This is an optimization exercise on Yosys and OpenROAD, whose aim is small area, a short achievable clock period and few clock cycles per item, not a production implementation.
At most, simulation tests tie the RTL to the original design; equivalence was not proved.
For runs 1 to 6, only the layout was checked, not whether the RTL still works.
No activity file was given, so power comes from the tool's default toggle rates.

===== flow/run.sh =====
#!/bin/bash
# synth_recipe.tcl (not shown) runs the flow's synth.tcl, then flattens the netlist and writes it again
# the make line also repeats each setting of config.mk as NAME=value (left out here)
make -C /OpenROAD-flow-scripts/flow DESIGN_CONFIG=/design/flow/config.mk WORK_HOME=/design/flow/orfs CLKGATE_MAP_FILE= SYNTH_SCRIPT=/design/flow/synth_recipe.tcl finish

===== flow/config.mk =====
export PLATFORM = sky130hd
export DESIGN_NAME = wildcard_string_matcher_core
export DESIGN_NICKNAME = wildcard_string_matcher_core
export VERILOG_FILES = /design/flow/design.v
export SDC_FILE = /design/flow/constraint.sdc
export NUM_CORES = 4
export LEC_CHECK = 0
export CAP_MARGIN = 20
export CORE_MARGIN = 2
export CORE_UTILIZATION = 40
export SETUP_SLACK_MARGIN = 2.2
export SLEW_MARGIN = 20

===== flow/constraint.sdc =====
create_clock -name core_clock -period 5.0 [get_ports {clock}]
set_input_delay 1.0000 -clock core_clock [delete_from_list [all_inputs] [get_ports {clock}]]
set_output_delay 1.0000 -clock core_clock [all_outputs]
set_load 0.01 [all_outputs]

===== flow/design.v =====
package wsm_pkg;
   localparam int CHAR_W = 8;
   localparam int CMD_W  = 2;
   localparam logic [CMD_W-1:0] CMD_CLEAR  = 2'd0;
   localparam logic [CMD_W-1:0] CMD_APPEND = 2'd1;
   localparam logic [CMD_W-1:0] CMD_TEXT   = 2'd2;
   localparam logic [CMD_W-1:0] CMD_FINISH = 2'd3;
   localparam logic [CHAR_W-1:0] WILD_ONE = 8'h3F;
   localparam logic [CHAR_W-1:0] WILD_RUN = 8'h2A;
   typedef struct packed {
      logic              valid;
      logic [CHAR_W-1:0] text;
      logic              left_new;
      logic              left_old;
   } wave_type;
endpackage
module wsm_cell (
   input  logic                       clock,
   input  logic                       wr_en,
   input  logic [wsm_pkg::CHAR_W-1:0] wr_char,
   input  logic [wsm_pkg::CHAR_W-1:0] text,
   output logic                       diag,
   output logic                       star
);
   logic [wsm_pkg::CHAR_W-1:0] pat_ff;
   always_ff @(posedge clock) begin
      if (wr_en) begin
         pat_ff <= wr_char;
      end
   end
   assign diag = (pat_ff == text) || (pat_ff == wsm_pkg::WILD_ONE);
   assign star = (pat_ff == wsm_pkg::WILD_RUN);
endmodule
module wildcard_string_matcher_core #(
   parameter int MAX_PATTERN = 64
) (
   input  logic        clock,
   input  logic        reset,
   input  logic        req_tvalid,
   output logic        req_tready,
   input  logic [7:0]  req_tdata,    
   input  logic [1:0]  req_tuser,    
   output logic        rsp_tvalid,
   input  logic        rsp_tready,
   output logic [7:0]  rsp_tdata     
);
   localparam int N     = MAX_PATTERN;
   localparam int LEN_W = $clog2(N + 1);
   localparam int LVL   = $clog2(N);
   localparam int QD    = 4;              
   localparam int CNT_W = $clog2(QD + 1);
   logic             rdy_ff;
   logic             accept;
   logic             acc_clr, acc_app, acc_txt, acc_fin;
   logic [LEN_W-1:0] len_ff;
   logic             seen_ff;       
   logic             ovf_ff;
   logic             run0_ff;       
   logic             full;
   logic             do_app;
   logic             text_star;
   logic [N:1]       wsel;
   assign req_tready = rdy_ff;
   assign accept     = req_tvalid && rdy_ff;
   assign acc_clr    = accept && (req_tuser == wsm_pkg::CMD_CLEAR);
   assign acc_app    = accept && (req_tuser == wsm_pkg::CMD_APPEND);
   assign acc_txt    = accept && (req_tuser == wsm_pkg::CMD_TEXT);
   assign acc_fin    = accept && (req_tuser == wsm_pkg::CMD_FINISH);
   assign full       = (len_ff == LEN_W'(N));
   assign do_app     = acc_app && !seen_ff && !full;
   assign text_star  = (req_tdata == wsm_pkg::WILD_RUN);
   logic [N:1] diag_in, star;
   logic [N:1] diag_ff, run;
   logic       tstar_ff;
   logic       txt_ff, fin_ff, first_ff;
   logic [N:1] m_ff;
   genvar j;
   generate
      for (j = 1; j <= N; j++) begin : g_cell
         assign wsel[j] = (len_ff == LEN_W'(j - 1));
         wsm_cell u_cell (
            .clock     (clock),
            .wr_en     (do_app && wsel[j]),
            .wr_char   (req_tdata),
            .text      (req_tdata),
            .diag      (diag_in[j]),
            .star      (star[j])
         );
      end
   endgenerate
   always_ff @(posedge clock) begin
      diag_ff  <= diag_in;
      tstar_ff <= text_star;
      first_ff <= !seen_ff;
      if (reset) begin
         txt_ff <= 1'b0;
         fin_ff <= 1'b0;
      end else begin
         txt_ff <= acc_txt;
         fin_ff <= acc_fin;
      end
   end
   always_ff @(posedge clock) begin
      if (reset) begin
         len_ff  <= '0;
         seen_ff <= 1'b0;
         ovf_ff  <= 1'b0;
         run0_ff <= 1'b1;
      end else if (acc_clr) begin
         len_ff  <= '0;
         seen_ff <= 1'b0;
         ovf_ff  <= 1'b0;
         run0_ff <= 1'b1;
      end else if (acc_app) begin
         if (!seen_ff) begin
            if (full) begin
               ovf_ff <= 1'b1;
            end else begin
               len_ff  <= len_ff + LEN_W'(1);
               run0_ff <= run0_ff && text_star;
            end
         end
      end else if (acc_txt) begin
         seen_ff <= 1'b1;
      end
   end
   logic [N:0] old_row;
   logic [N:1] new_row;
   assign old_row = {m_ff, first_ff};
   assign run     = star & {N{!tstar_ff}};
   always_comb begin
      logic [N-1:0] gg, pp;
      for (int k = 0; k < N; k++) begin
         gg[k] = (diag_ff[k+1] && old_row[k]) || (run[k+1] && old_row[k+1]);
         pp[k] = run[k+1];
      end
      for (int l = 0; l < LVL; l++) begin
         for (int k = 0; k < N; k++) begin
            if (k & (1 << l)) begin
               gg[k] = gg[k] || (pp[k] && gg[((k >> l) << l) - 1]);
               pp[k] = pp[k] && pp[((k >> l) << l) - 1];
            end
         end
      end
      new_row = gg;
   end
   always_ff @(posedge clock) begin
      for (int k = 1; k <= N; k++) begin
         if (txt_ff) begin
            m_ff[k] <= new_row[k];
         end else if (do_app && wsel[k]) begin
            m_ff[k] <= run0_ff && text_star;
         end
      end
   end
   logic             rv_ff;
   logic [LEN_W-1:0] rlen_ff;
   logic             rm0_ff;
   logic             rovf_ff;
   logic [N:0]       row_sel;
   logic             r_match;
   always_ff @(posedge clock) begin
      rlen_ff <= len_ff;
      rm0_ff  <= fin_ff && !seen_ff;
      rovf_ff <= ovf_ff;
      if (reset) begin
         rv_ff <= 1'b0;
      end else begin
         rv_ff <= txt_ff || fin_ff;
      end
   end
   always_comb begin
      for (int k = 0; k <= N; k++) begin
         row_sel[k] = (rlen_ff == LEN_W'(k));
      end
   end
   assign r_match = |(row_sel & {m_ff, rm0_ff});
   logic [QD-1:0] qv_ff;
   logic [1:0]    qd_ff [QD];
   logic [CNT_W-1:0] cnt_ff;
   logic          pop;
   assign pop = qv_ff[0] && rsp_tready;
   always_ff @(posedge clock) begin
      logic [QD:0] nv;
      logic [1:0]  nd [QD+1];
      for (int k = 0; k < QD; k++) begin
         nv[k] = qv_ff[k];
         nd[k] = qd_ff[k];
      end
      nv[QD] = 1'b0;
      nd[QD] = 2'b00;
      if (pop) begin
         for (int k = 0; k < QD; k++) begin
            nv[k] = nv[k+1];
            nd[k] = nd[k+1];
         end
      end
      for (int k = QD - 1; k >= 0; k--) begin
         if (rv_ff && !nv[k] && (k == 0 || nv[k-1])) begin
            nv[k] = 1'b1;
            nd[k] = {rovf_ff, r_match};
         end
      end
      for (int k = 0; k < QD; k++) begin
         qd_ff[k] <= nd[k];
      end
      if (reset) begin
         qv_ff <= '0;
      end else begin
         qv_ff <= nv[QD-1:0];
      end
   end
   always_ff @(posedge clock) begin
      logic [CNT_W-1:0] c;
      c = cnt_ff + CNT_W'(acc_txt || acc_fin) - CNT_W'(pop);
      if (reset) begin
         cnt_ff <= '0;
         rdy_ff <= 1'b1;
      end else begin
         cnt_ff <= c;
         rdy_ff <= (c < CNT_W'(QD));
      end
   end
   assign rsp_tvalid = qv_ff[0];
   assign rsp_tdata  = {6'b0, qd_ff[0]};
endmodule

==> impl_results.md, run 1 <==
* Status: timing/DRC/antenna clean
* Reg2reg end: m_ff[61]
* CP top delay family: simple AND/OR/NAND/NOR gates
* Min Hold Slack at 402 ps
* Initial Util at 0.402
* Port Buffers at 17
* Fin cells at 3894
* Leakage at 11.6 nW
* Measured slew at the worst slew-check pin at 1180 ps
* R2R Path Start: tstar_ff
* H-tree depth at 3
* Final Hold Vio Count at 0
* Clock Latency Late Sink at about 630 ps
* Total Neg Setup Slack at 0 ps
* CP arrival at 3550 ps
* Pwr Total at 0.0122 W
* Most common cell in the synthesized netlist: edfxtp_1
* DRT Pass-1 Iters at 7
* Setup-failing EPs final at 0
* Via count at 22200
* Worst-path clk slew at 60 ps
* Die area at 82900 sq um
* WL/cell at 21.9 um
* DRC violations left at 0
* Pwr dens at 321 nW/um^2
* Final Slew Violations at 0
* Synth Instances at 2682
* Final Core Density at 0.475
* # diodes at 0
* Area leader, netlist: edfxtp_1
* Vias per cell at 5.69
* Grt ovf at 0
* GRT Overall Usage at 0.205
* IO Count at 24
* Part of the Yosys area used for sequential elements at 0.604
* Startpoint types: flip-flop
* #FFs+latches synth at 680
* Ranking of synthesized cells by area: edfxtp_1 54%, xnor2_1 14%, dfxtp_1 6.0%
* Clock net sink count at 680
* Yosys cell types at 91
* Global-route wire length before repair at 131 mm
* Mapped Area at 32200 sq um
* DP Cell Count at 3673
* Synth Flop Type: edfxtp_1
* Starting DRC count in detailed routing at 1899
* R2r setup slk at roughly 1900 ps
* Fmax at 0.324 GHz
* Final wirelength at 85.4 mm
* GP Congestion at 0.827
* VDD IR max at about 0.19 mV
* Clock Tree Buf Depth at 3
* Pin count of the biggest net entering global routing at 97
* CP Buf/Inv Count at 4
* Yosys Warn Count at 5
* RSZ-0062 raised after global routing: true
* CP endpoint kind: flip-flop
* Ys async rst share at 0
* DPL Wire Length at 50.1 mm
* Post-DRT Antenna Nets at 0
* CTS tree: done
* Clock skew at 34.0 ps
* Crit path max fanout at 12
* Crit path cell chain: buf_12 -> buf_16 -> nor4_2 -> nand3_1 -> nor4_4 -> nand3_2 -> nor3_4 -> inv_1 -> o21ai_4 -> a21oi_4 -> buf_4 -> o21a_1 -> o21ai_2
* MaxCap Viol Count at 0
* Max stage delay on crit path at between 400 and 500 ps
* Vias in the first global route at 22400
* Root Driver: clkbuf_16
* Top post-synthesis cells by count: 584 x edfxtp_1, 515 x xnor2_1, 187 x nor2_1
* WP data required at 5460 ps
* Width of the die at 288 um
* # rows at 104
* Rel. slew slack at 0.211
* Crit-path slowest cell: dfxtp_4
* Worst Path Class, Setup: reg2reg
* CORE AREA at between 80000 and 90000 sq um
* Critical path depth at 13
* Number of hold buffers added after cts at 0
* Tcrit/Tclk final at 0.617
* Synth top area share at 0.544
* Layout area overhead at 18.0%
* Reg2Reg Depth at 13
* CP startpoint: tstar_ff
* Post-Syn Area per Cell at 12.0 sq um
* EDFF count, synth at 584
* Layout cell share with drive strength beyond 1 at 0.161
* Num CTS Buffers at 73
* Initial antenna violation count at 1
* Fillers at 7002
* Crit path capture: m_ff[61]
* Crit path time final at 3090 ps
* Nets at ~2800
* Worst min path class: reg2reg
* Die H at 288 um
-- per-layer routing --
| metal | GRT usage | wire length (um) | vias to the layer above |
|---|---|---|---|
| met4 | 0.0891 | 3440 | 0 |
| li1 | - | - | 10200 |
| met5 | 0 | 0 | - |
| met1 | 0.269 | 36300 | 11100 |
| met3 | 0.0315 | 5210 | 182 |
| met2 | 0.338 | 40400 | 749 |
-- report_power, final --
part | switching, W | internal (W)
logic | 0.000373 | 0.000207
clock network | 0.00216 | 0.00328
registers | 0.0000333 | 0.00617
-- final cells by class --
class                      instances  area [sq um]  area share
clock buffer                      97          2040      0.0537
sequential                       680         19500       0.512
multi-input combinational       1850         13300       0.349
timing repair buffer             135          1370      0.0361
inverter                          38           143     0.00375
tap                             1060          1330      0.0349
clock inverter                    34           383      0.0101
-- state kept, by name (all words and copies together), names as in the netlist, 3 cells and up --
name / cells
qv_ff: 4
cnt_ff: 3
g_cell.u_cell.pat_ff: 512
m_ff: 64
diag_ff: 64
qd_ff: 8
rlen_ff: 7
len_ff: 7
-- worst register-to-register path, stage by stage, from the launching register on --
cell and delay, ps:
dfxtp_4 420, buf_12 190, buf_16 180, nor4_2 180
nand3_1 260, nor4_4 310, nand3_2 230, nor3_4 200
inv_1 90, o21ai_4 290, a21oi_4 140, buf_4 150
o21a_1 190, o21ai_2 100
-- cell families (layout without fill, tap and decap cells) --
logic type / count (synthesis) / after routing / share of synthesized area
buf+inv: 157 / 304 / 0.0202
other cells: 1 / 6 / 0.000116
flops: 680 / 680 / 0.604
simple gates: 880 / 880 / 0.143
xor+xnor: 519 / 519 / 0.141
fa+ha+maj: 7 / 7 / 0.00295
compound gates: 419 / 419 / 0.0824
mux: 19 / 19 / 0.00625
-- worst min-delay path by stage --
stage | start | to | slack, ps | cells after the start
6_report | ovf_ff | rovf_ff | 400 | 0
5_1_grt | ovf_ff | rovf_ff | 400 | 0
4_1_cts | ovf_ff | rovf_ff | 400 | 0
3_5_place_dp | ovf_ff | rovf_ff | 390 | 0
3_3_place_gp | ovf_ff | rovf_ff | 380 | 0
2_1_floorplan | len_ff[3] | rlen_ff[3] | 330 | 0
-- cell usage in the layout (no fill, tap or decap), types with 28 or more instances in the layout --
master     netlist  final
inv_1           38     37
a21oi_1         80     79
dfxtp_1         96     90
xnor2_1        515    515
o21ai_0        138    120
nor2_2           2     34
nor2_4           0     37
buf_6            5     28
nand4_1        151    151
nand3_1        132    114
clkbuf_16        0     77
edfxtp_1       584    584
nor4_1          59     36
nor2_1         187    118
nand2_1        183    178
buf_4            6     82
o22ai_1         71     69
and3_1          56     53
-- what timing repair did --
action | CTS | global route
gates cloned | 2 | 1
setup endpoints to repair | 565 | 409
endpoints found under the hold margin | 0 | 0
pin swaps | 51 | 28
gates resized for setup | 191 | 104
buffers inserted | 71 | 16
-- metrics by stage --
stage	setup WS [ps]	cell area [sq um]
after floorplan	2200	32300
after global placement	930	33500
after detailed placement	1170	33500
after CTS	1950	37400
after global routing	1820	38000
final	1910	38000
==> run 2, diff against run 1 <==
--- a/flow/config.mk
+++ b/flow/config.mk
@@ -9,4 +9,4 @@
 export CORE_MARGIN = 2
 export CORE_UTILIZATION = 40
-export SETUP_SLACK_MARGIN = 2.2
+export SETUP_SLACK_MARGIN = 2.7
 export SLEW_MARGIN = 20
==> run 2 against run 1 <==
Effect of this change:
- core utilization rose by 0.22 points
- sequential share of layout area shrank 0.24 points
- sequential power hardly changed
- critical path type unchanged
- still clean on timing, DRC and antenna
- cell count decreased by 0.26%
- combinational power up 4.1%
- count of clock-buffer cells in the layout is 4 higher
- setup slack worse by 3.7 ps
- worst hold slack got worse by 37 ps
- cell area grew 0.47%
- largest cell class unchanged
==> impl_results.md, run 2 <==
* Status: timing/DRC/antenna clean
* Num CTS Buffers at 75
* RSZ-0062 raised after global routing: true
* Logic pwr share at 0.049
* P_sw at around 0.0027 W
* Part of the Yosys area used for sequential elements at 0.604
* Die H at 288 um
* Post-Syn Area per Cell at approximately 12 sq um
* Max FFs per register at 512
* Number of hold buffers added after cts at 0
* Most common cell in the synthesized netlist: edfxtp_1
* Final wirelength at 87.2 mm
* VDD IR max at 0.199 mV
* Total Neg Setup Slack at 0 ps
* Reg2Reg Depth at 13
* Starting DRC count in detailed routing at 1903
* Die area at 82900 sq um
* Clock net sink count at 680
* # diodes at 0
* Clock Latency Late Sink at ~630 ps
* Max stage delay on crit path at 420 ps
* Sequential share of power at 0.499
* Layout cell share with drive strength beyond 1 at 0.170
* CORE AREA at 80200 sq um
* CP arrival at approximately 3400 ps
* Largest Register: g_cell.u_cell.pat_ff
* Vias in the first global route at 22100
* Internal power at just under 0.01 W
* Ranking of synthesized cells by area: edfxtp_1 54%, xnor2_1 14%, dfxtp_1 6.0%
* Leakage at 11.6 nW
* WL/cell at 22.5 um
* Rel. slew slack at 0.380
* Startpoint types: flip-flop
* Worst Path Class, Setup: reg2reg
* Measured slew at the worst slew-check pin at 927 ps
* Width of the die at 288 um
* Cell area after layout at 38200 sq um
* Synth Flop Type: edfxtp_1
* WP data required at 5350 ps
* Clock power frac at 0.452
* Fillers at approximately 7000
* Synth Instances at 2682
* Tcrit/Tclk final at 0.618
* CP endpoint kind: flip-flop
* Initial antenna violation count at 1
* Final Slew Violations at 0
* Pwr dens at around 330 nW/um^2
* # rows at 104
* CP top delay family: compound AO/OA/AOI/OAI gates
* Placed Area at ~34000 sq um
* Commonest non-fill, non-tap cell in the layout: edfxtp_1
* CTS tree: done
* #FFs+latches synth at 680
* Layout area overhead at 18.6%
* Vias per cell at 5.72
* Ys async rst share at 0
* Worst min path class: reg2reg
* Clock skew at 33.0 ps
* Crit path max fanout at 6
* EDFF count, synth at about 600
* Initial Util at 0.402
* Fmax at 0.324 GHz
* IO Count at 24
* Top post-synthesis cells by count: 584 x edfxtp_1, 515 x xnor2_1, 187 x nor2_1
* Crit-path slowest cell: dfxtp_4
* Setup-failing EPs final at 0
* Final Hold Vio Count at 0
* Pin count of the biggest net entering global routing at 106
* DRT Pass-1 Iters at 5
* Via count at around 22000
* Most used cell along the critical path: buf_4
* Crit path cell chain: buf_12 -> buf_4 -> nor4_1 -> nand3_1 -> buf_4 -> o311ai_0 -> o22ai_2 -> o2111ai_1 -> and3_4 -> a21o_2 -> a21oi_4 -> nor2_2 -> a221o_1
* Commonest non-fill, non-tap cells in the layout: 584 x edfxtp_1, 515 x xnor2_1, 168 x nand2_1
* Largest regs: g_cell.u_cell.pat_ff: 512 flops, diag_ff: 64 flops, m_ff: 64 flops
* Mapped Area at between 30000 and 40000 sq um
* MaxCap Viol Count at 0
* DPL Wire Length at 51.6 mm
* Grt ovf at 0
* GP Congestion at 0.852
* Port Buffers at 17
* CP Buf/Inv Count at 3
* Worst-path clk slew at 60 ps
* Nets at 2783
* Clock Tree Buf Depth at 3
* Post-DRT Antenna Nets at 0
* Crit path time final at 3090 ps
* Yosys cell types at 91
* Yosys Warn Count at 5
* Sw Share at 0.215
* Global-route wire length before repair at 131 mm
* DRC violations left at 0
* Area leader, netlist: edfxtp_1
* Critical path depth at 13
* Root Driver: clkbuf_16
* GRT Overall Usage at 0.206
* Worst Hold Depth at 0
* Synth top area share at 0.544
* H-tree depth at 3
## run 2: cell counts after synthesis
Identical to the previous run, type by type.
## run 2: power groups by stage
stage / registers (W) / clock network [W] / logic [W]
final: 0.00621 / 0.00562 / 0.000604
after global routing: 0.00621 / 0.00596 / 0.000651
after CTS: 0.00621 / 0.00574 / 0.000604
after detailed placement: 0.00633 / 0 / 0.000589
after global placement: 0.00633 / 0 / 0.000575
after floorplan: 0.00631 / 0 / 0.000382
## run 2: worst paths after layout
path / start / to / slack, ps
worst min register to register: ovf_ff / rovf_ff / 370
worst max register to register: tstar_ff / m_ff[62] / 1910
worst min-delay path: ovf_ff / rovf_ff / 370
worst max-delay path: tstar_ff / m_ff[62] / 1910
## run 2: cells by family (layout without fill, tap and decap cells)
family | after synthesis | after routing | synth area share
muxes | 19 | 19 | 0.00625
buffers and inverters | 157 | 294 | 0.0202
other | 1 | 6 | 0.000116
AOI/OAI and AO/OA | 419 | 419 | 0.0824
and+or+nand+nor | 880 | 880 | 0.143
adders and majority gates | 7 | 7 | 0.00295
xor gates and xnor gates | 519 | 519 | 0.141
DFF | 680 | 680 | 0.604
## run 2: final cells by class
class / instances / area [sq um] / area share
clock buffers: 101 / 2100 / 0.0549
inverters: 38 / 148 / 0.00386
flip-flops and latches: 680 / 19500 / 0.510
clock inverters: 38 / 425 / 0.0111
repair buffers: 117 / 1250 / 0.0326
well taps: 1060 / 1330 / 0.0347
multi-input cells: 1850 / 13500 / 0.353
## run 2: metal layers
layer	vias up	part of all wire	track usage
met3	173	0.063	0.0344
li1	10200	-	-
met1	11100	0.44	0.276
met5	-	0	0
met2	787	0.47	0.337
met4	0	0.032	0.0724
## run 2: repair_timing
| item | CTS | global route |
|---|---|---|
| cloned | 3 | 0 |
| gates resized for setup | 103 | 87 |
| endpoints found under the hold margin | 0 | 0 |
| pin swaps | 46 | 51 |
| setup endpoints to repair | 628 | 294 |
| buffers inserted | 44 | 22 |
## run 2: per-stage QoR
| step | hold WS [ps] | instances | setup WS [ps] | utilization | total power (W) |
|---|---|---|---|---|---|
| floorplan | 329 | 2687 | 2370 | - | 0.00669 |
| global placement | 341 | 3676 | 1400 | 0.428 | 0.00690 |
| detailed placement | 357 | 3676 | 1340 | 0.428 | 0.00692 |
| CTS | 363 | 3862 | 1970 | 0.470 | 0.0126 |
| global route | 370 | 3884 | 1830 | 0.477 | 0.0128 |
| finish | 365 | 3884 | 1910 | 0.477 | 0.0124 |
==> run 3, diff against run 2 <==
--- a/flow/config.mk
+++ b/flow/config.mk
@@ -8,5 +8,5 @@
 export CAP_MARGIN = 20
 export CORE_MARGIN = 2
-export CORE_UTILIZATION = 40
-export SETUP_SLACK_MARGIN = 2.7
+export CORE_UTILIZATION = 65
+export SETUP_SLACK_MARGIN = 2.5
 export SLEW_MARGIN = 20
==> run 3 against run 2 <==
Effect of this change:
- still clean on timing, DRC and antenna
- cell count is 9.4% lower
- synthesized area stayed put
- global-route usage is 12 points higher
- sequential cell count stayed put
- worst hold slack better by 26 ps
- non-clock buffer count is 36 higher
- sequential share of layout area is 0.17 points higher
- wire length is 4.3% lower
- largest cell class unchanged
- highest routed layer unchanged
==> impl_results.md, run 3 <==
* Status: timing/DRC/antenna clean
* Leakage at 11.8 nW
* Initial Util at 0.658
* Max FFs per register at 512
* Final wirelength at roughly 83 mm
* Worst Path Class, Setup: reg2reg
* Largest Register: g_cell.u_cell.pat_ff
* H-tree depth at 3
* Crit path max fanout at 6
* Ys async rst share at 0
* Pin count of the biggest net entering global routing at 129
* Measured slew at the worst slew-check pin at ~1100 ps
* Post-Syn Area per Cell at 12.0 sq um
* Crit-path slowest cell: dfxtp_4
* #FFs+latches synth at 680
* # rows at between 80 and 90
* Clock Tree Buf Depth at 3
* Crit path time final at 3120 ps
* Synth Instances at 2682
* Worst-path clk slew at 60 ps
* Mapped Area at around 32000 sq um
* Clock Latency Late Sink at about 600 ps
* Synth top area share at 0.544
* Nets at 2815
* CP endpoint kind: flip-flop
* WL/cell at roughly 24 um
* Via count at between 20000 and 25000
* Area leader, netlist: edfxtp_1
* Total Neg Setup Slack at 0 ps
* VDD IR max at 0.527 mV
* Grt ovf at 0
* Startpoint types: flip-flop
* Crit path cell chain: buf_12 -> buf_16 -> nor4_1 -> nand3_1 -> nor2_2 -> nor3_1 -> o21ai_2 -> a211oi_2 -> a21boi_4 -> o21ai_4 -> a32o_2 -> a221o_1
* Number of hold buffers added after cts at 0
* CORE AREA at 49000 sq um
* Top post-synthesis cells by count: 584 x edfxtp_1, 515 x xnor2_1, 187 x nor2_1
* Ranking of synthesized cells by area: edfxtp_1 54%, xnor2_1 14%, dfxtp_1 6.0%
* GRT Overall Usage at 0.328
* IO Count at 24
* Initial antenna violation count at 2
* Met2 WL at 39.2 mm
* EDFF count, synth at 584
* Post-DRT Antenna Nets at 0
* Num CTS Buffers at 71
* Layout area overhead at 18.2%
* Max stage delay on crit path at 450 ps
* Commonest non-fill, non-tap cell in the layout: edfxtp_1
* Layout cell share with drive strength beyond 1 at 0.182
* M1 WL at 34.0 mm
* Die area at 51400 sq um
* Part of the Yosys area used for sequential elements at 0.604
* RSZ-0062 raised after global routing: true
* Largest regs: g_cell.u_cell.pat_ff: 512 flops, diag_ff: 64 flops, m_ff: 64 flops
* Starting DRC count in detailed routing at between 1500 and 2000
* Setup-failing EPs final at 0
* MaxCap Viol Count at 0
* Global-route wire length before repair at roughly 130 mm
* Port Buffers at 17
* Final Slew Violations at 0
* Pwr dens at 316 nW/um^2
* Synth Flop Type: edfxtp_1
* Vias in the first global route at 22500
* Final Hold Vio Count at 0
* DRC violations left at 0
* CP arrival at 3480 ps
* Clock skew at about 13 ps
* Commonest non-fill, non-tap cells in the layout: 584 x edfxtp_1, 515 x xnor2_1, 175 x nand2_1
* Most common cell in the synthesized netlist: edfxtp_1
* DPL Wire Length at approximately 50 mm
* Rel. slew slack at 0.260
* Pwr Total at 0.0120 W
* WP data required at about 5400 ps
* Root Driver: clkbuf_16
* Fmax at 0.321 GHz
* GP Congestion at 0.890
* Yosys cell types at 91
* Tcrit/Tclk final at 0.623
* Width of the die at 227 um
* Clock net sink count at slightly below 700
* Worst min path class: reg2reg
* Die H at 227 um
* CTS tree: done
* DRT Pass-1 Iters at 5
* Vias per cell at 6.39
* Yosys Warn Count at 5
* DR WL met3 at 6.54 mm
* Top Metal Used: met4
[run 3: cell type report]
class	count	area (sq um)
Antenna cell	4	10.0
Timing Repair Buffer	153	1580
Clock buffer	92	1950
Sequential cell	680	19500
Multi-Input combinational cell	1850	13700
Clock inverter	39	377
Tap cell	664	831
Fill cell	2982	10900
Inverter	38	145
[run 3: where the power goes]
group	leakage, nW	internal, W	switching, W	total, W
Clock	1.13	0.00312	0.00212	0.00524
Combinational	4.59	0.000215	0.000374	0.000589
Sequential	6.05	0.00617	0.0000363	0.00621
Total	11.8	0.00951	0.00253	0.0120
[run 3: what timing repair did]
action | 4_1_cts | 5_1_grt
gates cloned | 3 | 1
endpoints found under the setup margin | 692 | 596
resized for setup | 198 | 156
setup buffers | 62 | 36
pin swaps | 64 | 47
hold endpoints to repair | 0 | 0
[run 3: cells by family after synthesis]
logic type,share of synthesized area
muxes,0.00625
other,0.000116
xor gates and xnor gates,0.141
adders and majority gates,0.00295
AOI/OAI and AO/OA,0.0824
and+or+nand+nor,0.143
DFF,0.604
buffers and inverters,0.0202
[run 3: per-layer routing]
layer  global-route usage  up-vias
met2                0.532      974
met1                0.429    11100
met5                    0        -
met4                0.150        0
met3               0.0658      258
li1                     -    10200
[run 3: path summary, 6_finish.rpt]
kind,start,endpoint,slack (ps),depth (start not counted)
setup / recovery,tstar_ff,m_ff[45],1880,12
hold / removal,ovf_ff,rovf_ff,390,0
setup reg to reg,tstar_ff,m_ff[45],1880,12
hold reg to reg,ovf_ff,rovf_ff,390,0
[run 3: critical path: cells and delay by family (launching register included)]
kind | cells | cell delay (ps)
AO/OA/AOI/OAI | 6 | 1400
AND/OR/NAND/NOR | 4 | 650
flip-flops | 1 | 450
buffers and inverters | 2 | 360
[run 3: per-stage QoR]
stage / utilization / setup slack [ps] / hold slack [ps] / instances / cell area (sq um)
after floorplan: - / 2370 / 329 / 2687 / 32600
after global placement: 0.681 / 1170 / 375 / 3283 / 33300
after detailed placement: 0.681 / 1160 / 380 / 3283 / 33300
after CTS: 0.757 / 1990 / 388 / 3479 / 37100
after global routing: 0.778 / 1800 / 401 / 3516 / 38100
final: 0.778 / 1880 / 392 / 3520 / 38100
==> run 4, diff against run 3 <==
--- a/flow/design.v
+++ b/flow/design.v
@@ -72,5 +72,4 @@
    logic [N:1] diag_in, star;
    logic [N:1] diag_ff, run;
-   logic       tstar_ff;
    logic       txt_ff, fin_ff, first_ff;
    logic [N:1] m_ff;
@@ -91,5 +90,5 @@
    always_ff @(posedge clock) begin
       diag_ff  <= diag_in;
-      tstar_ff <= text_star;
+      run      <= star & {N{!text_star}};
       first_ff <= !seen_ff;
       if (reset) begin
@@ -128,5 +127,4 @@
    logic [N:1] new_row;
    assign old_row = {m_ff, first_ff};
-   assign run     = star & {N{!tstar_ff}};
    always_comb begin
       logic [N-1:0] gg, pp;
==> run 4 against run 3 <==
Effect of this change:
- clock skew grew 19 ps
- sequential share of layout area grew 3.3 points
- largest cell class unchanged
- maximum frequency grew 14%
- core utilization shrank 1.9 points
- synthesized area grew 2.6%
- clock power grew 4.0%
- critical endpoint is now m_ff[33]
- highest routed layer unchanged
- critical path type unchanged
==> impl_results.md, run 4 <==
* WP data required at 5370 ps
* CORE AREA at 50200 sq um
* Rel. slew slack at 0.273
* # rows at 82
* Grt ovf at 0
* Final wirelength at around 83 mm
* Layout cell share with drive strength beyond 1 at 0.142
* Part of the Yosys area used for sequential elements at 0.627
* Top post-synthesis cells by count: 584 x edfxtp_1, 515 x xnor2_1, 199 x nand4_1
* Width of the die at roughly 230 um
* DP Cell Count at 3261
* EDFF count, synth at around 580
* DRC violations left at 0
* DR WL met3 at 7.34 mm
* Final Hold Vio Count at 0
* Measured slew at the worst slew-check pin at 1090 ps
* VDD IR max at between 0.3 and 0.4 mV
* #FFs+latches synth at ~740
* Commonest non-fill, non-tap cells in the layout: 584 x edfxtp_1, 515 x xnor2_1, 199 x nand4_1
* Post-DRT Antenna Nets at 0
* Num CTS Buffers at 76
* CP Buf/Inv Count at 0
* Pin count of the biggest net entering global routing at 97
* Synth top area share at 0.530
* Initial antenna violation count at 2
* Layout area overhead at 15.2%
* Min Hold Slack at 365 ps
* Fin cells at about 3500
* Die area at between 50000 and 60000 sq um
* Fmax at 0.367 GHz
* Post-Syn Area per Cell at 12.5 sq um
* M1 WL at 33.9 mm
* Clock Latency Late Sink at 640 ps
* Crit-path slowest cell: edfxtp_1
* Leakage at 11.7 nW
* Ranking of synthesized cells by area: edfxtp_1 53%, xnor2_1 14%, dfxtp_1 9.6%
* CP endpoint kind: flip-flop
* Pwr dens at 335 nW/um^2
* Initial Util at 0.659
* Global-route wire length before repair at 126 mm
* H-tree depth at 3
* Top Metal Used: met4
* DRT Pass-1 Iters at 7
* Worst min path class: reg2reg
* MaxCap Viol Count at 0
* CP top delay family: compound AO/OA/AOI/OAI gates
* Number of hold buffers added after cts at 0
* GRT Overall Usage at 0.312
* Crit path max fanout at 4
* Die H at around 230 um
* Yosys Warn Count at 5
* DPL Wire Length at about 50 mm
* Status: timing/DRC/antenna clean
* Mapped Area at about 33000 sq um
* Commonest non-fill, non-tap cell in the layout: edfxtp_1
* GP Congestion at ~0.92
* Fillers at 3070
* Largest Register: g_cell.u_cell.pat_ff
* Synth Flop Type: edfxtp_1
* Met2 WL at 38.6 mm
* WL/cell at 23.8 um
* Final Slew Violations at 0
* Nets at 2765
* Clock net sink count at 743
* Area leader, netlist: edfxtp_1
* Ys async rst share at 0
* Port Buffers at 17
* Vias in the first global route at 22100
* IO Count at 24
* Vias per cell at 6.46
* Setup-failing EPs final at 0
* Synth Instances at 2653
* Crit path cell chain: a21o_1 -> a2bb2oi_2 -> o221ai_1 -> o311a_4 -> or2_4 -> a31oi_4 -> o21ai_2 -> a221o_1
* Startpoint types: flip-flop
* Worst-path clk slew at 60 ps
* Cell area after layout at ~38000 sq um
* Root Driver: clkbuf_16
* Worst Path Class, Setup: reg2reg
* Clock Tree Buf Depth at 3
* Crit path time final at 2730 ps
* Via count at between 20000 and 25000
* Max stage delay on crit path at around 450 ps
* Total Neg Setup Slack at 0 ps
* Yosys cell types at 85
* Clock skew at around 32 ps
* Most common cell in the synthesized netlist: edfxtp_1
* CP arrival at 3100 ps
* CTS tree: done
* Max FFs per register at 512
* Starting DRC count in detailed routing at 2142
* Placed Area at 34000 sq um
* Tcrit/Tclk final at 0.545
* RSZ-0062 raised after global routing: true
run 4: changes by cell type after synthesis, sizes merged, moves of 45 or more:
cell and delta:
nand4 +47, nand3 -45, nor3 +60, nor4 -70, or3 +63, dfxtp +63, nand2 -75
run 4: area by class of cell:
| cell class | instances | area, sq um | share of cell area |
|---|---|---|---|
| timing repair inverter | 1 | 11.3 | 0.000296 |
| clock inverter | 30 | 221 | 0.00581 |
| sequential | 743 | 20700 | 0.544 |
| multi-input combinational | 1744 | 12600 | 0.330 |
| antenna | 1 | 2.50 | 0.0000657 |
| clock buffer | 111 | 2180 | 0.0571 |
| inverter | 52 | 221 | 0.00581 |
| timing repair buffer | 126 | 1330 | 0.0348 |
| tap | 672 | 841 | 0.0221 |
run 4: power by group:
part | internal [W] | total (W) | switching, W
sequential | 0.00667 | 0.00670 | 0.0000288
clock | 0.00314 | 0.00545 | 0.00231
combinational | 0.000218 | 0.000595 | 0.000377
run 4: cells by family after synthesis:
kind of cell               synth area share
other                              0.000113
DFF                                   0.627
and+or+nand+nor                       0.119
adders and majority gates           0.00288
buffers and inverters                0.0204
AOI/OAI and AO/OA                    0.0869
muxes                               0.00632
xor gates and xnor gates              0.138
run 4: path summary, 6_finish.rpt:
kind,startpoint,endpoint,slack [ps],cells past startpoint
worst min register to register,ovf_ff,rovf_ff,370,0
worst max-delay path,m_ff[12],m_ff[33],2270,8
worst max register to register,m_ff[12],m_ff[33],2270,8
worst min-delay path,ovf_ff,rovf_ff,370,0
run 4: timing repair:
action	CTS	global route
cloned	3	2
endpoints found under the hold margin	0	0
buffers inserted	30	42
pin swaps	32	32
endpoints found under the setup margin	556	525
gates resized for setup	167	70
run 4: layer usage:
layer	up-vias	global-route usage
li1	10000	-
met1	11100	0.426
met2	1053	0.496
met3	237	0.0583
met4	0	0.127
met5	-	0
run 4: worst reg2reg max path: stages (launching register included):
cell       delay [ps]
edfxtp_1          450
a21o_1            200
a2bb2oi_2         170
o221ai_1          170
o311a_4           430
or2_4             290
a31oi_4           240
o21ai_2           140
a221o_1           370
run 4: metrics by stage:
step	setup slack (ps)	utilization	total power [W]
finish	2270	0.759	0.0127
global route	2200	0.759	0.0131
CTS	2300	0.746	0.0128
detailed placement	849	0.678	0.00739
global placement	987	0.678	0.00738
floorplan	2350	-	0.00719
==> run 5, diff against run 4 <==
--- a/flow/design.v
+++ b/flow/design.v
@@ -56,5 +56,4 @@
    logic             seen_ff;       
    logic             ovf_ff;
-   logic             run0_ff;       
    logic             full;
    logic             do_app;
@@ -71,5 +70,6 @@
    assign text_star  = (req_tdata == wsm_pkg::WILD_RUN);
    logic [N:1] diag_in, star;
-   logic [N:1] diag_ff, run;
+   logic [N:1] diag_nx, hold_nx;
+   logic [N:1] diag_ff, hold_ff;
    logic       txt_ff, fin_ff, first_ff;
    logic [N:1] m_ff;
@@ -86,9 +86,11 @@
             .star      (star[j])
          );
+         assign diag_nx[j] = acc_txt ? diag_in[j] : (do_app && wsel[j] && text_star);
+         assign hold_nx[j] = acc_txt ? (star[j] && !text_star) : !(do_app && wsel[j]);
       end
    endgenerate
    always_ff @(posedge clock) begin
-      diag_ff  <= diag_in;
-      run      <= star & {N{!text_star}};
+      diag_ff  <= diag_nx;
+      hold_ff  <= hold_nx;
       first_ff <= !seen_ff;
       if (reset) begin
@@ -105,10 +107,8 @@
          seen_ff <= 1'b0;
          ovf_ff  <= 1'b0;
-         run0_ff <= 1'b1;
       end else if (acc_clr) begin
          len_ff  <= '0;
          seen_ff <= 1'b0;
          ovf_ff  <= 1'b0;
-         run0_ff <= 1'b1;
       end else if (acc_app) begin
          if (!seen_ff) begin
@@ -116,6 +116,5 @@
                ovf_ff <= 1'b1;
             end else begin
-               len_ff  <= len_ff + LEN_W'(1);
-               run0_ff <= run0_ff && text_star;
+               len_ff <= len_ff + LEN_W'(1);
             end
          end
@@ -130,6 +129,6 @@
       logic [N-1:0] gg, pp;
       for (int k = 0; k < N; k++) begin
-         gg[k] = (diag_ff[k+1] && old_row[k]) || (run[k+1] && old_row[k+1]);
-         pp[k] = run[k+1];
+         gg[k] = (diag_ff[k+1] && old_row[k]) || (hold_ff[k+1] && old_row[k+1]);
+         pp[k] = hold_ff[k+1] && txt_ff;
       end
       for (int l = 0; l < LVL; l++) begin
@@ -144,11 +143,5 @@
    end
    always_ff @(posedge clock) begin
-      for (int k = 1; k <= N; k++) begin
-         if (txt_ff) begin
-            m_ff[k] <= new_row[k];
-         end else if (do_app && wsel[k]) begin
-            m_ff[k] <= run0_ff && text_star;
-         end
-      end
+      m_ff <= new_row;
    end
    logic             rv_ff;
==> run 5 against run 4 <==
Effect of this change:
- register-to-register slack better by 80 ps
- clock power is 3% higher
- largest cell class unchanged
- cell area is 0.35% higher
- synthesized area is 0.60% lower
- first-iteration DRC count is 24% higher
- highest routed layer unchanged
- synthesized cell count is 2.2% higher
- worst hold slack better by 43 ps
==> impl_results.md, run 5 <==
* Status: timing/DRC/antenna clean
* CORE AREA at 50100 sq um
* Synth Flop Type: edfxtp_1
* EDFF count, synth at 520
* Final Hold Vio Count at 0
* MaxCap Viol Count at 0
* GRT Overall Usage at 0.331
* H-tree depth at 3
* Mapped Area at ~33000 sq um
* DP Cell Count at 3315
* Most common cell in the synthesized netlist: edfxtp_1
* Synth top area share at 0.475
* Largest Register: g_cell.u_cell.pat_ff
* Worst-path clk slew at 60 ps
* Fin cells at about 3500
* Min Hold Slack at ~410 ps
* Crit-path slowest cell: dfxtp_2
* Startpoint types: flip-flop
* DRC violations left at 0
* Yosys Warn Count at 5
* Area leader, netlist: edfxtp_1
* VDD IR max at 0.388 mV
* Root Driver: clkbuf_16
* Worst Path Class, Setup: reg2reg
* Pwr dens at 344 nW/um^2
* Layout cell share with drive strength beyond 1 at 0.156
* Crit path cell chain: a221o_1 -> a221o_1 -> a31oi_2 -> o21ai_2 -> and3_4 -> nor3_4 -> buf_12 -> inv_2 -> a21o_2 -> a21o_2 -> a211o_1
* Initial antenna violation count at 0
* Final Slew Violations at 0
* Worst min path class: reg2reg
* IO Count at 24
* CP arrival at 3140 ps
* Pwr Total at 0.0132 W
* # diodes at 0
* Initial Util at 0.656
* Ranking of synthesized cells by area: edfxtp_1 48%, xnor2_1 14%, dfxtp_1 14%
* Via count at 23300
* Final Core Density at 0.764
* GP Congestion at 0.956
* Top post-synthesis cells by count: 520 x edfxtp_1, 514 x xnor2_1, 222 x dfxtp_1
* # rows at 82
* Layout area overhead at 16.3%
* Grt ovf at 0
* WL/cell at 24.6 um
* Part of the Yosys area used for sequential elements at 0.610
* Width of the die at between 200 and 250 um
* Measured slew at the worst slew-check pin at 999 ps
* DRT Pass-1 Iters at 6
* Yosys cell types at 76
* Final wirelength at 87.1 mm
* Die H at 229 um
* Synth Instances at between 2000 and 3000
* Commonest non-fill, non-tap cells in the layout: 520 x edfxtp_1, 514 x xnor2_1, 212 x dfxtp_1
* WP data required at 5500 ps
* Reg2reg end: m_ff[47]
* Crit path max fanout at 6
* Post-DRT Antenna Nets at 0
* Clock Latency Late Sink at 620 ps
* #FFs+latches synth at 742
* CP endpoint kind: flip-flop
* Post-Syn Area per Cell at about 12 sq um
* CP startpoint: m_ff[13]
* Die area at 52400 sq um
* Pin count of the biggest net entering global routing at 106
* Setup-failing EPs final at 0
* Port Buffers at 17
* RSZ-0062 raised after global routing: true
* Rel. slew slack at 0.334
* Number of hold buffers added after cts at 0
* R2R Path Start: m_ff[13]
* Clock skew at between 20 and 25 ps
* CP Buf/Inv Count at 2
* Ys async rst share at 0
* Global-route wire length before repair at 133 mm
* Starting DRC count in detailed routing at 2648
* Leakage at 11.8 nW
* Reg2Reg Depth at 11
* Num CTS Buffers at 74
* Fmax at approximately 0.38 GHz
* Total Neg Setup Slack at 0 ps
* DPL Wire Length at 50.4 mm
* CTS tree: done
* Vias per cell at 6.59
* Crit path time final at between 2000 and 3000 ps
* Worst Hold Depth at 0
* Tcrit/Tclk final at 0.529
* Hold Startpoint: ovf_ff
* Clock net sink count at 742
* CP top delay family: compound AO/OA/AOI/OAI gates
* Commonest non-fill, non-tap cell in the layout: edfxtp_1
* Max stage delay on crit path at 340 ps
* Endpoint, Worst Hold: rovf_ff
* Vias in the first global route at 23200
* R2r setup slk at around 2400 ps
* Clock Tree Buf Depth at 3
* Max FFs per register at 512
* Nets at between 2000 and 3000
-- run 5: cell types whose count changed in the layout (fill, tap and decap cells not counted), sizes merged, moves of 38 or more --
cell	change
nor3	+63
a31oi	+47
o22ai	-50
or3	-62
o21ai	-75
o32ai	+42
nand4	-60
a21oi	+38
dfxtp	+63
a41oi	+65
edfxtp	-64
nand3	+47
-- run 5: what timing repair did --
item | in CTS | in global routing
setup endpoints to repair | 695 | 205
gates resized for setup | 141 | 78
setup buffers | 46 | 15
gates cloned | 25 | 0
pin swaps | 38 | 27
-- run 5: power breakdown --
part	switching (W)	internal, W	leakage, nW
Combinational	0.000507	0.000313	4.06
Sequential	0.000100	0.00663	6.48
Clock	0.00229	0.00333	1.23
Total	0.00289	0.0103	11.8
-- run 5: stage by stage --
step,worst slack (ps),area (sq um)
final,2350,38200
after floorplan,2420,33300
after global routing,2250,38200
after detailed placement,988,34100
after CTS,2390,37800
after global placement,1020,34100
-- run 5: kinds of logic after synthesis --
| logic type | Yosys count | share of synthesized area |
|---|---|---|
| other | 1 | 0.000114 |
| multiplexers | 24 | 0.00861 |
| flip-flops | 742 | 0.610 |
| buffers and inverters | 166 | 0.0199 |
| adder cells (fa/ha/maj) | 7 | 0.00289 |
| AO/OA/AOI/OAI | 484 | 0.104 |
| AND/OR/NAND/NOR | 769 | 0.115 |
| XOR/XNOR | 519 | 0.138 |
-- run 5: layout make-up --
type,count,area [sq um]
Multi-Input combinational cell,1829,13300
Inverter,32,124
Clock buffer,107,2200
Clock inverter,30,288
Timing Repair Buffer,126,1390
Sequential cell,742,20100
Fill cell,3165,11800
Tap cell,672,841
-- run 5: worst max-delay path by stage --
stage / end / cells past startpoint
finish: m_ff[47] / 11
global route: m_ff[63] / 13
CTS: m_ff[47] / 11
detailed placement: g_cell[21].u_cell.pat_ff[1] / 5
global placement: g_cell[19].u_cell.pat_ff[5] / 5
floorplan: g_cell[42].u_cell.pat_ff[0] / 5
-- run 5: per-layer routing --
layer,wire length (um),up-vias,global-route usage
met2,39200,1188,0.515
met4,3710,0,0.149
met3,8470,261,0.0721
met5,0,-,0
met1,35700,11400,0.451
li1,-,10400,-
-- run 5: worst reg2reg max path, delay by kind of cell (launching register included) --
family                 cells  cell delay [ps]
DFF                        1              340
and+or+nand+nor            2              390
AOI/OAI and AO/OA          7             1580
buffers and inverters      2              220
==> run 6, diff against run 5 <==
--- a/flow/config.mk
+++ b/flow/config.mk
@@ -9,4 +9,3 @@
 export CORE_MARGIN = 2
 export CORE_UTILIZATION = 65
-export SETUP_SLACK_MARGIN = 2.5
 export SLEW_MARGIN = 20
==> run 6 against run 5 <==
Effect of this change:
- maximum frequency shrank 27%
- count of clock-buffer cells in the layout shrank 5
- core utilization shrank 4.2 points
- combinational power shrank 13%
- clock skew grew 9.4 ps
- sequential cell count is the same
- cell count shrank 2.6%
- worst hold slack lost 35 ps
- via count shrank 4.2%
- global-route usage shrank 2.3 points
==> impl_results.md, run 6 <==
* Initial Util at 0.656
* Post-Place Setup Slack at 809 ps
* Fillers at 3436
* Yosys cell types at 76
* Final Slew Violations at 0
* Ranking of synthesized cells by area: edfxtp_1 48%, xnor2_1 14%, dfxtp_1 14%
* Worst min path class: reg2reg
* Synth Flop Type: edfxtp_1
* Pwr Total at 0.0129 W
* H-tree depth at 3
* CORE AREA at 50100 sq um
* Post-layout worst setup margin at approximately 1300 ps
* # rows at 82
* Clock power frac at 0.423
* Leakage at 11.0 nW
* Ys async rst share at 0
* MaxCap Viol Count at 0
* Final wirelength at 80.5 mm
* Global-route wire length before repair at ~120 mm
* P_sw at between 0.002 and 0.003 W
* Most common cell in the synthesized netlist: edfxtp_1
* Nets at 2734
* VDD IR max at roughly 0.35 mV
* Synth top area share at 0.475
* WP data required at roughly 5200 ps
* Area leader, netlist: edfxtp_1
* DRC violations left at 0
* Fmax at about 0.27 GHz
* Clock Tree Buf Depth at 3
* Pin count of the biggest net entering global routing at 129
* #FFs+latches synth at roughly 740
* Clock net sink count at 742
* Worst-path clk slew at about 60 ps
* Die area at around 52000 sq um
* WL/cell at roughly 23 um
* Setup-failing EPs final at 0
* Max FFs per register at 512
* CP endpoint kind: flip-flop
* Number of hold buffers added after cts at 0
* Final Hold Vio Count at 0
* R2r setup slk at about 1500 ps
* CTS tree: done
* Startpoint types: input pin
* Commonest non-fill, non-tap cell in the layout: edfxtp_1
* Grt ovf at 0
* Pwr dens at around 360 nW/um^2
* Initial antenna violation count at 1
* Part of the Yosys area used for sequential elements at 0.610
* Internal power at 0.0101 W
* GP Congestion at 0.914
* Post-DRT Antenna Nets at 0
* Crit path max fanout at 29
* Via count at 22300
* Mapped Area at between 30000 and 40000 sq um
* Total Neg Setup Slack at 0 ps
* DRT Pass-1 Iters at 6
* Rel. slew slack at 0.296
* Tcrit/Tclk final at 0.730
* Cts repair resizes at 0
* Measured slew at the worst slew-check pin at 1060 ps
* Layout area overhead at 9.99%
* GRT Overall Usage at 0.308
* Logic pwr share at 0.055
* Vias per cell at 6.48
* Status: timing/DRC/antenna clean
* DPL Wire Length at 50.4 mm
* Post-Syn Area per Cell at 12.1 sq um
* Placed Area at roughly 34000 sq um
* Port Buffers at 17
* Width of the die at 229 um
* Commonest non-fill, non-tap cells in the layout: 520 x edfxtp_1, 514 x xnor2_1, 221 x dfxtp_1
* Post-CTS Setup Inserts at 0
* CP arrival at 3890 ps
* Root Driver: clkbuf_16
* Die H at 229 um
* Num CTS Buffers at 72
* Vias in the first global route at approximately 22000
* Min Hold Slack at about 370 ps
* Layout cell share with drive strength beyond 1 at 0.0714
* Cell area after layout at ~36000 sq um
* Synth Instances at 2712
* Top post-synthesis cells by count: 520 x edfxtp_1, 514 x xnor2_1, 222 x dfxtp_1
* Clock Latency Late Sink at 610 ps
* Sw Share at 0.215
* Largest Register: g_cell.u_cell.pat_ff
* Clock skew at 30.8 ps
* Worst Path Class, Setup: in2reg
* RSZ-0062 raised after global routing: false
* Crit path time final at 3650 ps
* FF/Latch Area at 20100 sq um
* Starting DRC count in detailed routing at about 2200
* Yosys Warn Count at 5
* IO Count at 24
* EDFF count, synth at 520
* Multi-input gate area at around 12000 sq um
* Sequential share of power at 0.521
run 6: layout make-up:
cell class	instances	area share
Antenna cell	1	0.0000692
Clock buffer	102	0.0578
Clock inverter	31	0.00893
Inverter	32	0.00332
Multi-Input combinational cell	1809	0.337
Sequential cell	742	0.555
Tap cell	672	0.0233
Timing Repair Buffer	56	0.0145
run 6: worst paths after layout:
kind,endpoint,cells past startpoint,start
setup / recovery,g_cell[59].u_cell.pat_ff[3],7,req_tuser[0]
hold / removal,rovf_ff,0,ovf_ff
setup reg to reg,g_cell[61].u_cell.pat_ff[3],7,len_ff[2]
hold reg to reg,rovf_ff,0,ovf_ff
run 6: routing by layer:
layer | vias up | routed length, um | GRT usage
li1 | 10200 | - | -
met1 | 11000 | 35200 | 0.447
met2 | 960 | 36300 | 0.481
met3 | 166 | 6400 | 0.0393
met4 | 0 | 2490 | 0.116
met5 | - | 0 | 0
run 6: worst max-delay path, stage by stage:
cell,delay (ps)
clkdlybuf4s50_1,580
nor4b_1,420
buf_4,220
nor2b_1,520
nand2_1,160
buf_4,340
nor2_1,620
run 6: power groups by stage:
stage                     combinational, W  sequential (W)  clock (W)
after global routing              0.000773         0.00673    0.00578
after floorplan                   0.000470         0.00681          0
after global placement            0.000688         0.00686          0
after detailed placement          0.000703         0.00686          0
final                             0.000712         0.00673    0.00547
after CTS                         0.000709         0.00673    0.00554
run 6: cell families (layout without fill, tap and decap cells):
logic type,Yosys count,count (layout),synth area share
adders and majority gates,7,7,0.00289
muxes,24,24,0.00861
DFF,742,742,0.610
xor gates and xnor gates,519,519,0.138
other,1,7,0.000114
AOI/OAI and AO/OA,484,484,0.104
buffers and inverters,166,221,0.0199
and+or+nand+nor,769,769,0.115
run 6: per-stage QoR:
step / std cells / utilization
floorplan: 2717 / -
global placement: 3311 / 0.674
detailed placement: 3311 / 0.674
CTS: 3444 / 0.722
global route: 3444 / 0.722
finish: 3445 / 0.722
==> run 7, diff against run 6 <==
--- a/flow/design.v
+++ b/flow/design.v
@@ -20,6 +20,7 @@
    input  logic [wsm_pkg::CHAR_W-1:0] wr_char,
    input  logic [wsm_pkg::CHAR_W-1:0] text,
+   input  logic                       text_star,
    output logic                       diag,
-   output logic                       star
+   output logic                       run
 );
    logic [wsm_pkg::CHAR_W-1:0] pat_ff;
@@ -30,5 +31,5 @@
    end
    assign diag = (pat_ff == text) || (pat_ff == wsm_pkg::WILD_ONE);
-   assign star = (pat_ff == wsm_pkg::WILD_RUN);
+   assign run  = (pat_ff == wsm_pkg::WILD_RUN) && !text_star;
 endmodule
 module wildcard_string_matcher_core #(
@@ -56,4 +57,5 @@
    logic             seen_ff;       
    logic             ovf_ff;
+   logic             run0_ff;       
    logic             full;
    logic             do_app;
@@ -69,7 +71,6 @@
    assign do_app     = acc_app && !seen_ff && !full;
    assign text_star  = (req_tdata == wsm_pkg::WILD_RUN);
-   logic [N:1] diag_in, star;
-   logic [N:1] diag_nx, hold_nx;
-   logic [N:1] diag_ff, hold_ff;
+   logic [N:1] diag_in, run_in;
+   logic [N:1] diag_ff, run_ff;
    logic       txt_ff, fin_ff, first_ff;
    logic [N:1] m_ff;
@@ -83,14 +84,13 @@
             .wr_char   (req_tdata),
             .text      (req_tdata),
+            .text_star (text_star),
             .diag      (diag_in[j]),
-            .star      (star[j])
+            .run       (run_in[j])
          );
-         assign diag_nx[j] = acc_txt ? diag_in[j] : (do_app && wsel[j] && text_star);
-         assign hold_nx[j] = acc_txt ? (star[j] && !text_star) : !(do_app && wsel[j]);
       end
    endgenerate
    always_ff @(posedge clock) begin
-      diag_ff  <= diag_nx;
-      hold_ff  <= hold_nx;
+      diag_ff  <= diag_in;
+      run_ff   <= run_in;
       first_ff <= !seen_ff;
       if (reset) begin
@@ -107,8 +107,10 @@
          seen_ff <= 1'b0;
          ovf_ff  <= 1'b0;
+         run0_ff <= 1'b1;
       end else if (acc_clr) begin
          len_ff  <= '0;
          seen_ff <= 1'b0;
          ovf_ff  <= 1'b0;
+         run0_ff <= 1'b1;
       end else if (acc_app) begin
          if (!seen_ff) begin
@@ -116,5 +118,6 @@
                ovf_ff <= 1'b1;
             end else begin
-               len_ff <= len_ff + LEN_W'(1);
+               len_ff  <= len_ff + LEN_W'(1);
+               run0_ff <= run0_ff && text_star;
             end
          end
@@ -129,6 +132,6 @@
       logic [N-1:0] gg, pp;
       for (int k = 0; k < N; k++) begin
-         gg[k] = (diag_ff[k+1] && old_row[k]) || (hold_ff[k+1] && old_row[k+1]);
-         pp[k] = hold_ff[k+1] && txt_ff;
+         gg[k] = (diag_ff[k+1] && old_row[k]) || (run_ff[k+1] && old_row[k+1]);
+         pp[k] = run_ff[k+1];
       end
       for (int l = 0; l < LVL; l++) begin
@@ -143,5 +146,11 @@
    end
    always_ff @(posedge clock) begin
-      m_ff <= new_row;
+      for (int k = 1; k <= N; k++) begin
+         if (txt_ff) begin
+            m_ff[k] <= new_row[k];
+         end else if (do_app && wsel[k]) begin
+            m_ff[k] <= run0_ff && text_star;
+         end
+      end
    end
    logic             rv_ff;
@@ -149,5 +158,5 @@
    logic             rm0_ff;
    logic             rovf_ff;
-   logic [N:0]       row_sel;
+   logic [127:0]     sel_row;
    logic             r_match;
    always_ff @(posedge clock) begin
@@ -161,10 +170,6 @@
       end
    end
-   always_comb begin
-      for (int k = 0; k <= N; k++) begin
-         row_sel[k] = (rlen_ff == LEN_W'(k));
-      end
-   end
-   assign r_match = |(row_sel & {m_ff, rm0_ff});
+   assign sel_row = {{(127 - N){1'b0}}, m_ff, rm0_ff};
+   assign r_match = sel_row[rlen_ff];
    logic [QD-1:0] qv_ff;
    logic [1:0]    qd_ff [QD];
--- a/flow/config.mk
+++ b/flow/config.mk
@@ -8,4 +8,4 @@
 export CAP_MARGIN = 20
 export CORE_MARGIN = 2
-export CORE_UTILIZATION = 65
+export CORE_UTILIZATION = 40
 export SLEW_MARGIN = 20
==> run 7 against run 6 <==
Effect of this change:
- still clean
- wire length is 2.5% lower
- via count is 7.3% lower
- sequential power about the same
- core utilization down 27 points
- sequential share of layout area grew 0.77 points
- register-to-register slack better by 150 ps
- power increased by 2.3%
- die area is 61% higher
- critical path type is now reg2reg
- critical endpoint is now qd_ff[0][0]
- largest cell class unchanged
- largest power group unchanged
==> impl_results.md, run 7 <==
* VDD IR max at 0.206 mV
* Clock skew at 23.6 ps
* H-tree depth at 3
* Top post-synthesis cells by count: 584 x edfxtp_1, 516 x xnor2_1, 203 x nand4_1
* CORE AREA at about 82000 sq um
* GRT Overall Usage at 0.184
* Largest Register: g_cell.u_cell.pat_ff
* Post-DRT Antenna Nets at 0
* Die area at 84400 sq um
* WP data required at 5360 ps
* Clock Latency Late Sink at ~630 ps
* MaxCap Viol Count at 0
* WL/cell at ~21 um
* Commonest non-fill, non-tap cell in the layout: edfxtp_1
* Pin count of the biggest net entering global routing at 129
* Nets at ~2600
* Setup-failing EPs final at 0
* Vias per cell at around 5.6
* Tcrit/Tclk final at 0.671
* Post-CTS Setup Inserts at 0
* Via count at 20700
* Rel. slew slack at 0.310
* Synth top area share at 0.534
* Max FFs per register at 512
* Synth Area in Compound Gates at 0.0739
* XOR/XNOR Fraction of Synth Area at 0.138
* CP endpoint kind: flip-flop
* Worst min path class: reg2reg
* Mapped Area at 32800 sq um
* Worst-path clk slew at 60 ps
* Ys async rst share at 0
* Part of the Yosys area used for sequential elements at 0.631
* Root Driver: clkbuf_16
* Width of the die at approximately 290 um
* Initial antenna violation count at 3
* Worst Path Class, Setup: reg2reg
* Area leader, netlist: edfxtp_1
* # diodes at 0
* GP Congestion at 0.817
* EDFF count, synth at approximately 600
* Post-Synth Simple-Gate Area at 0.116
* Measured slew at the worst slew-check pin at 1030 ps
* Yosys Warn Count at 5
* Yosys cell types at 75
* Final wirelength at slightly below 80 mm
* Pwr dens at around 360 nW/um^2
* Crit path max fanout at 9
* Number of hold buffers added after cts at 0
* Multiplexer share of the synthesized area at 0.0186
* Port Buffers at 17
* Cts repair resizes at 0
* # rows at around 110
* Ranking of synthesized cells by area: edfxtp_1 53%, xnor2_1 14%, dfxtp_1 9.7%
* Synthesized-area fraction occupied by adder cells at 0.00290
* Most common cell in the synthesized netlist: edfxtp_1
* CP arrival at 3720 ps
* Synth Instances at approximately 2600
* Final Slew Violations at 0
* Clock net sink count at 743
* Status: timing/DRC/antenna clean
* CTS tree: done
* #FFs+latches synth at 743
* Crit path time final at 3350 ps
* Fmax at between 0.2 and 0.3 GHz
* DRC violations left at 0
* Num CTS Buffers at ~80
* Total Neg Setup Slack at 0 ps
* Synth Flop Type: edfxtp_1
* Startpoint types: flip-flop
* Layout area overhead at 12.2%
* RSZ-0062 raised after global routing: false
* Final Core Density at 0.451
* DRT Pass-1 Iters at 6
* Layout cell share with drive strength beyond 1 at 0.0735
* Vias in the first global route at about 21000
* IO Count at 24
* Combinational family with the most area after synthesis: XOR/XNOR gates
* Final Hold Vio Count at 0
* Grt ovf at 0
* Commonest non-fill, non-tap cells in the layout: 584 x edfxtp_1, 516 x xnor2_1, 203 x nand4_1
* Post-Syn Area per Cell at 12.9 sq um
* Clock Tree Buf Depth at 3
* Starting DRC count in detailed routing at ~1700
* Initial Util at 0.402
* Die H at 290 um
* Leakage at 11.2 nW
* DPL Wire Length at 47.4 mm
* Global-route wire length before repair at 122 mm
## run 7: cell types whose count changed after synthesis, moves of 42 or more
cell,delta
or3_1,+62
a31oi_1,-43
o21ai_0,+69
nand4_1,+64
edfxtp_1,+64
dfxtp_1,-63
a21oi_1,-59
o32ai_1,-42
nor3_1,-68
o22ai_1,+45
nand3_1,-50
a41oi_1,-65
## run 7: logic make-up (layout without fill, tap and decap cells)
family / after synthesis / in the layout
compound gates: 369 / 369
xor+xnor: 519 / 519
fa+ha+maj: 7 / 7
buf+inv: 150 / 231
flops: 743 / 743
mux: 29 / 29
other cells: 1 / 6
simple gates: 735 / 735
## run 7: cell type report
cell class                 count  area (sq um)
clock buffer                 108          2210
clock inverter                37           457
fill                        7216         44900
inverter                      38           143
multi-input combinational   1665         11500
sequential                   743         20700
tap                         1070          1340
timing repair buffer          48           450
## run 7: through the flow
step / cells / total power [W] / hold slack (ps) / cell area, sq um / worst slack (ps)
after floorplan: 2558 / 0.00719 / 329 / 32800 / 1930
after global routing: 3709 / 0.0136 / 372 / 36800 / 1590
final: 3709 / 0.0132 / 376 / 36800 / 1650
after detailed placement: 3564 / 0.00740 / 362 / 34200 / 1560
after CTS: 3709 / 0.0133 / 371 / 36800 / 1660
after global placement: 3564 / 0.00739 / 364 / 34200 / 1620
## run 7: worst paths after layout
check | from | end | slack [ps] | cells past startpoint
max | rlen_ff[0] | qd_ff[0][0] | 1650 | 7
min | ovf_ff | rovf_ff | 380 | 0
max reg2reg | rlen_ff[0] | qd_ff[0][0] | 1650 | 7
min reg2reg | ovf_ff | rovf_ff | 380 | 0
## run 7: critical path, cell delays in order (launching register included)
cell     delay [ps]
dfxtp_1         780
buf_4           360
mux4_1          600
mux4_2          520
mux2_4          280
a21oi_2         150
o21ai_2         110
mux2_2          290
## run 7: power breakdown
part | internal (W) | switching, W | leakage, nW | total [W]
logic | 0.000209 | 0.000354 | 3.30 | 0.000563
registers | 0.00668 | 0.0000274 | 6.55 | 0.00670
clock network | 0.00361 | 0.00233 | 1.31 | 0.00594
total | 0.0105 | 0.00271 | 11.2 | 0.0132
## run 7: layer usage
| layer | up-vias | track usage | routed length (um) |
|---|---|---|---|
| li1 | 9611 | - | - |
| met1 | 10400 | 0.247 | 34900 |
| met2 | 613 | 0.304 | 37100 |
| met3 | 116 | 0.0268 | 4540 |
| met4 | 0 | 0.0671 | 1920 |
| met5 | - | 0 | 0 |
Testbench counts of run 7, summed over its fixed seeds: cycles 9,983, items 5,396.

re-timing with driven ports:
No port has a modelled driver above. Below, the same layouts with a new extraction and two added sets of constraints. Step 1 (the two cells are an assumption about what drives the block):
set clk [get_ports {clock}]
set_driving_cell -lib_cell sky130_fd_sc_hd__clkbuf_16 $clk
set_driving_cell -lib_cell sky130_fd_sc_hd__buf_2 [delete_from_list [all_inputs] $clk]
Step 2, shift: input delay + t, output delay - t, t = (earliest + latest rising clock arrival at the registers) / 2. This alone moves slack from input paths to output paths. Three values: ideal ports, drivers, drivers and shift; two values: the first two.
| run | t (ns) | setup WS [ns] | clock arrival spread, ns | slew at the worst register clock pin (ns) |
|---|---|---|---|---|
| run 1 | 0.683 | 1.915 / 1.915 / 1.568 | 0.034 / 0.034 | 0.06 / 0.06 |
| run 2 | 0.686 | 1.911 / 1.911 / 1.873 | 0.034 / 0.034 | 0.06 / 0.06 |
| run 3 | 0.669 | 1.884 / 1.884 / 1.882 | 0.014 / 0.014 | 0.07 / 0.07 |
| run 4 | 0.684 | 2.274 / 2.274 / 1.896 | 0.033 / 0.032 | 0.07 / 0.07 |
| run 5 | 0.671 | 2.353 / 2.353 / 1.866 | 0.022 / 0.022 | 0.07 / 0.07 |
| run 6 | 0.657 | 1.349 / 1.373 / 0.716 | 0.032 / 0.033 | 0.06 / 0.06 |
| run 7 | 0.685 | 1.646 / 1.646 / 1.531 | 0.024 / 0.024 | 0.06 / 0.06 |
After both steps setup and hold are still met in every run listed. The setup slack of run 6, which loses most, moves by +0.024 ns with the drivers and by -0.633 ns with both steps.
